Context: an optimization exercise on an open-source flow, tuned for small area, a short achievable clock period and few clock cycles per item. The choices shown serve that exercise and are no tape-out recipe.

==> inputs of build 86 <==
// matmul_engine
module matmul_engine
#(
    parameter int DATA_WIDTH = matmul_pkg::DEF_DATA_WIDTH,
    parameter int BUS_WIDTH  = matmul_pkg::DEF_BUS_WIDTH,
    parameter int DIM        = matmul_pkg::DEF_DIM
) (
    input  logic                          clk_i,
    input  logic                          rst_i,
    input  logic                          start_i,
    input  logic                          mode_i,
    input  logic [DIM*DATA_WIDTH-1:0]     a_col_i,
    input  logic [DIM*DATA_WIDTH-1:0]     b_row_i,
    input  logic                          op_valid_i,
    output logic                          op_ready_o,
    input  logic [DIM*DIM*BUS_WIDTH-1:0]  c_i,
    output logic [DIM*DIM*BUS_WIDTH-1:0]  m_o,
    output logic [DIM*DIM-1:0]            flags_o,
    output logic                          busy_o,
    output logic                          done_o,
    output logic [$clog2(DIM+1)-1:0]      beat_cnt_o
);
Settings: LEC_CHECK=0, CAP_MARGIN=20, CORE_MARGIN=2, CORE_UTILIZATION=40, SETUP_SLACK_MARGIN=2.0, SLEW_MARGIN=20; clock period 7.0 ns.
standard.sh (not shown) runs the stock make flow with config.mk's settings and CLKGATE_MAP_FILE= SYNTH_SCRIPT=/design/flow/synth_recipe.tcl, a recipe that flattens the netlist after the stock synthesis.
==> flow/flow/run.sh <==
#!/bin/bash
# The standard layout, with plain buf_1 cells as the input and output port
# buffers (every port still gets its own buffer). The make output goes to
# standard.log; ORFS's per-step logs stay under orfs/logs/.
set -euo pipefail
export BUFFER_PORTS_ARGS="-buffer_cell sky130_fd_sc_hd__buf_1"
bash standard.sh > standard.log 2>&1
==> trial 42 (differences from build 86) <==
--- a/flow/design.v
+++ b/flow/design.v
@@ -18,17 +18,17 @@
     input  logic [DATA_WIDTH-1:0] a_i,
     output logic [BUS_WIDTH-1:0]  acc_o,
     output logic                  flag_o
 );
     logic [16:0] s_q, c_q, s_d, c_d;
     logic [16:0] sum;
     logic        overflow, flag_q, flag_d;
     logic [15:0] res, base;
-    logic pp1, pp2, pp3, pp4, pp5, pp6, pp7, pp8, pp9, pp10, pp11, pp12, pp13, pp14, pp15, pp16, pp17, pp18, pp19, pp20, pp21, pp22, pp23, pp24, pp25, pp26, pp27, pp28, pp29, pp30, pp31, pp32, pp33, pp34, pp35, pp36, pp37, pp38, pp39, pp40, hs41, hc42, hs43, hc44, fs45, fc46, hs47, hc48, fs49, fc50, hs51, hc52, fs53, fc54, fs55, fc56, hs57, hc58, fs59, fc60, fs61, fc62, hs63, hc64, fs65, fc66, fs67, fc68, fs69, fc70, hs71, hc72, fs73, fc74, fs75, fc76, fs77, fc78, hs79, hc80, fs81, fc82, fs83, fc84, fs85, fc86, fs87, fc88, fs89, fc90, fs91, fc92, fs93, fc94, hs95, hc96, fs97, fc98, fs99, fc100, fs101, fc102, fs103, fc104, fs105, fc106, hs107, hc108, fs109, fc110, fs111, fc112, fs113, fc114, hs115, hc116, fs117, fc118;
+    logic pp1, pp2, pp3, pp4, pp5, pp6, pp7, pp8, pp9, pp10, pp11, pp12, pp13, pp14, pp15, pp16, pp17, pp18, pp19, pp20, pp21, pp22, pp23, pp24, pp25, pp26, pp27, pp28, pp29, pp30, pp31, pp32, pp33, pp34, pp35, pp36, pp37, pp38, pp39, pp40, fs41, fc42, fs43, fc44, fs45, fc46, fs47, fc48, fs49, fc50, fs51, fc52, fs53, fc54, fs55, fc56, hs57, hc58, fs59, fc60, fs61, fc62, fs63, fc64, fs65, fc66, fs67, fc68, fs69, fc70, fs71, fc72, fs73, fc74, fs75, fc76, fs77, fc78, hs79, hc80, fs81, fc82, fs83, fc84, fs85, fc86, fs87, fc88, fs89, fc90, fs91, fc92, fs93, fc94, hs95, hc96, fs97, fc98, fs99, fc100, fs101, fc102, fs103, fc104, fs105, fc106, hs107, hc108, fs109, fc110, fs111, fc112, fs113, fc114, fs115, fc116, fs117, fc118;
     assign sum      = s_q + c_q;
     assign overflow = sum[16] != sum[15];
     assign res      = overflow ? {sum[16], {15{!sum[16]}}} : sum[15:0];
     assign acc_o    = res;
     assign flag_o   = flag_q || overflow;
     always_comb begin
         if (clr_i)       base = '0;
         else if (load_i) base = init_i;
@@ -70,56 +70,56 @@
     assign pp33 = ((bo_one[3] & a_i[2]) | (bo_two[3] & a_i[1])) ^ bo_neg[3];
     assign pp34 = ((bo_one[3] & a_i[3]) | (bo_two[3] & a_i[2])) ^ bo_neg[3];
     assign pp35 = ((bo_one[3] & a_i[4]) | (bo_two[3] & a_i[3])) ^ bo_neg[3];
     assign pp36 = ((bo_one[3] & a_i[5]) | (bo_two[3] & a_i[4])) ^ bo_neg[3];
     assign pp37 = ((bo_one[3] & a_i[6]) | (bo_two[3] & a_i[5])) ^ bo_neg[3];
     assign pp38 = ((bo_one[3] & a_i[7]) | (bo_two[3] & a_i[6])) ^ bo_neg[3];
     assign pp39 = ((bo_one[3] & a_i[7]) | (bo_two[3] & a_i[7])) ^ bo_neg[3];
     assign pp40 = ~pp39;
-    assign hs41 = bo_neg[0] ^ base[0];
-    assign hc42 = bo_neg[0] & base[0];
-    assign hs43 = base[1] ^ hc42;
-    assign hc44 = base[1] & hc42;
+    assign fs41 = bo_neg[0] ^ base[0] ^ pp1;
+    assign fc42 = (bo_neg[0] & base[0]) | (bo_neg[0] & pp1) | (base[0] & pp1);
+    assign fs43 = base[1] ^ pp2 ^ fc42;
+    assign fc44 = (base[1] & pp2) | (base[1] & fc42) | (pp2 & fc42);
     assign fs45 = bo_neg[1] ^ base[2] ^ pp3;
     assign fc46 = (bo_neg[1] & base[2]) | (bo_neg[1] & pp3) | (base[2] & pp3);
-    assign hs47 = pp11 ^ hc44;
-    assign hc48 = pp11 & hc44;
+    assign fs47 = pp11 ^ fs45 ^ fc44;
+    assign fc48 = (pp11 & fs45) | (pp11 & fc44) | (fs45 & fc44);
     assign fs49 = base[3] ^ pp4 ^ pp12;
     assign fc50 = (base[3] & pp4) | (base[3] & pp12) | (pp4 & pp12);
-    assign hs51 = hc48 ^ fc46;
-    assign hc52 = hc48 & fc46;
+    assign fs51 = fc46 ^ fs49 ^ fc48;
+    assign fc52 = (fc46 & fs49) | (fc46 & fc48) | (fs49 & fc48);
     assign fs53 = bo_neg[2] ^ base[4] ^ pp5;
     assign fc54 = (bo_neg[2] & base[4]) | (bo_neg[2] & pp5) | (base[4] & pp5);
     assign fs55 = pp13 ^ pp21 ^ fc50;
     assign fc56 = (pp13 & pp21) | (pp13 & fc50) | (pp21 & fc50);
-    assign hs57 = fs53 ^ hc52;
-    assign hc58 = fs53 & hc52;
+    assign hs57 = fs53 ^ fs55;
+    assign hc58 = fs53 & fs55;
     assign fs59 = base[5] ^ pp6 ^ pp14;
     assign fc60 = (base[5] & pp6) | (base[5] & pp14) | (pp6 & pp14);
     assign fs61 = pp22 ^ fc54 ^ fs59;
     assign fc62 = (pp22 & fc54) | (pp22 & fs59) | (fc54 & fs59);
-    assign hs63 = fc56 ^ hc58;
-    assign hc64 = fc56 & hc58;
+    assign fs63 = fc56 ^ fs61 ^ hc58;
+    assign fc64 = (fc56 & fs61) | (fc56 & hc58) | (fs61 & hc58);
     assign fs65 = bo_neg[3] ^ base[6] ^ pp7;
     assign fc66 = (bo_neg[3] & base[6]) | (bo_neg[3] & pp7) | (base[6] & pp7);
     assign fs67 = pp15 ^ pp23 ^ pp31;
     assign fc68 = (pp15 & pp23) | (pp15 & pp31) | (pp23 & pp31);
     assign fs69 = fc60 ^ fs65 ^ fs67;
     assign fc70 = (fc60 & fs65) | (fc60 & fs67) | (fs65 & fs67);
-    assign hs71 = fc62 ^ fs69;
-    assign hc72 = fc62 & fs69;
+    assign fs71 = fc62 ^ fs69 ^ fc64;
+    assign fc72 = (fc62 & fs69) | (fc62 & fc64) | (fs69 & fc64);
     assign fs73 = base[7] ^ pp8 ^ pp16;
     assign fc74 = (base[7] & pp8) | (base[7] & pp16) | (pp8 & pp16);
     assign fs75 = pp24 ^ pp32 ^ fc66;
     assign fc76 = (pp24 & pp32) | (pp24 & fc66) | (pp32 & fc66);
     assign fs77 = fc68 ^ fs73 ^ fc70;
     assign fc78 = (fc68 & fs73) | (fc68 & fc70) | (fs73 & fc70);
-    assign hs79 = fs75 ^ hc72;
-    assign hc80 = fs75 & hc72;
+    assign hs79 = fs75 ^ fs77;
+    assign hc80 = fs75 & fs77;
     assign fs81 = ~(base[8] ^ pp10);
     assign fc82 = base[8] | pp10;
     assign fs83 = pp17 ^ pp25 ^ pp33;
     assign fc84 = (pp17 & pp25) | (pp17 & pp33) | (pp25 & pp33);
     assign fs85 = fc74 ^ fs81 ^ fs83;
     assign fc86 = (fc74 & fs81) | (fc74 & fs83) | (fs81 & fs83);
     assign fs87 = fc76 ^ fs85 ^ fc78;
     assign fc88 = (fc76 & fs85) | (fc76 & fc78) | (fs85 & fc78);
@@ -144,49 +144,49 @@
     assign hs107 = fc100 ^ fs105;
     assign hc108 = fc100 & fs105;
     assign fs109 = base[12] ^ pp30 ^ pp37;
     assign fc110 = (base[12] & pp30) | (base[12] & pp37) | (pp30 & pp37);
     assign fs111 = fc104 ^ fs109 ^ fc106;
     assign fc112 = (fc104 & fs109) | (fc104 & fc106) | (fs109 & fc106);
     assign fs113 = ~(base[13] ^ pp38);
     assign fc114 = base[13] | pp38;
-    assign hs115 = fc110 ^ fs113;
-    assign hc116 = fc110 & fs113;
+    assign fs115 = fc110 ^ fs113 ^ fc112;
+    assign fc116 = (fc110 & fs113) | (fc110 & fc112) | (fs113 & fc112);
     assign fs117 = base[14] ^ pp40 ^ fc114;
     assign fc118 = (base[14] & pp40) | (base[14] & fc114) | (pp40 & fc114);
-    assign s_d[0] = pp1;
-    assign c_d[0] = hs41;
-    assign s_d[1] = pp2;
-    assign c_d[1] = hs43;
-    assign s_d[2] = fs45;
-    assign c_d[2] = hs47;
-    assign s_d[3] = fs49;
-    assign c_d[3] = hs51;
-    assign s_d[4] = fs55;
+    assign s_d[0] = fs41;
+    assign c_d[0] = 1'b0;
+    assign s_d[1] = fs43;
+    assign c_d[1] = 1'b0;
+    assign s_d[2] = fs47;
+    assign c_d[2] = 1'b0;
+    assign s_d[3] = fs51;
+    assign c_d[3] = 1'b0;
+    assign s_d[4] = fc52;
     assign c_d[4] = hs57;
-    assign s_d[5] = fs61;
-    assign c_d[5] = hs63;
-    assign s_d[6] = hc64;
-    assign c_d[6] = hs71;
-    assign s_d[7] = fs77;
+    assign s_d[5] = fs63;
+    assign c_d[5] = 1'b0;
+    assign s_d[6] = fs71;
+    assign c_d[6] = 1'b0;
+    assign s_d[7] = fc72;
     assign c_d[7] = hs79;
     assign s_d[8] = hc80;
     assign c_d[8] = fs87;
     assign s_d[9] = fc88;
     assign c_d[9] = hs95;
     assign s_d[10] = hc96;
     assign c_d[10] = fs101;
     assign s_d[11] = fc102;
     assign c_d[11] = hs107;
     assign s_d[12] = hc108;
     assign c_d[12] = fs111;
-    assign s_d[13] = fc112;
-    assign c_d[13] = hs115;
-    assign s_d[14] = hc116;
+    assign s_d[13] = fs115;
+    assign c_d[13] = 1'b0;
+    assign s_d[14] = fc116;
     assign c_d[14] = fs117;
     assign s_d[15] = ~base[15];
     assign c_d[15] = fc118;
     assign s_d[16] = 1'b1;
     assign c_d[16] = 1'b0;
     always_ff @(posedge clk_i) begin
         s_q    <= s_d;
         c_q    <= c_d;
==> flow/flow/run.sh (replaced) <==
#!/bin/bash
# The standard layout with two changes to how it is made:
# - plain buf_1 cells as the input and output port buffers (every port still
#   gets its own buffer);
# - yosys synth without its internal "abc -fast" pre-mapping (-noabc), so
#   that the adder extraction sees the full-adder tree as written. Registers
#   and their names are the same as in the standard synthesis.
# The make output goes to standard.log; ORFS's per-step logs stay under
# orfs/logs/.
set -euo pipefail
export BUFFER_PORTS_ARGS="-buffer_cell sky130_fd_sc_hd__buf_1"
export SYNTH_ARGS="-noabc"
bash standard.sh > standard.log 2>&1
Settings changed: ABC_AREA set to 1, SETUP_SLACK_MARGIN 2.0 to 2.7.
==> comparison table <==
item	build 86	trial 42
Non-clock buffer count	807	792
Number of nets in the layout	7417	7418
Critical path depth in cells	12	14
Number of non-clock inverters in the layout	451	635
Tap cells	1729	1500
Final cell count without fillers	7985	7841
Fraction of the mapped netlist area in compound gates	22.6%	11.0%
Clock network latency to the later pin of the worst-skew pair	0.67 ns	0.66 ns
Post-synthesis adder-cell area fraction	29.2%	30.2%
Worst Setup SP	g_row[2].g_col[1].u_pe.s_q[0]	op_valid_i
Number of clock sinks	533	421
Result of the run	finished clean	finished clean
Multi-input gate area in the final layout	0.0387 mm2	0.0348 mm2
No run of this note included a check of the RTL's function; only the layout flow was run.

[what the ideal ports hide]
Ports are ideal in the flow. The routed layouts listed here were re-timed in OpenROAD.
Step 1 assumes that a clkbuf_16 drives the clock port and a buf_2 every other input.
Step 2 also shifts input and output timing later by t, the mid clock arrival at the registers, as if the neighbouring blocks saw the same clock.
Slacks: ideal ports / drivers / drivers and shift; pairs: ideal ports / drivers.
run | shift t [ns] | slack for setup (ns) | worst setup path at the end | worst register clock-pin slew, ns
build 86 | 0.723 | 2.012 / 1.938 / 1.472 | input to register | 0.07 / 0.07
trial 42 | 0.714 | 2.662 / 2.665 / 1.951 | input to register | 0.07 / 0.07
After both steps setup and hold are still met in every run listed. The setup slack of trial 42, which loses most, moves by +0.003 ns with the drivers and by -0.711 ns with both steps.
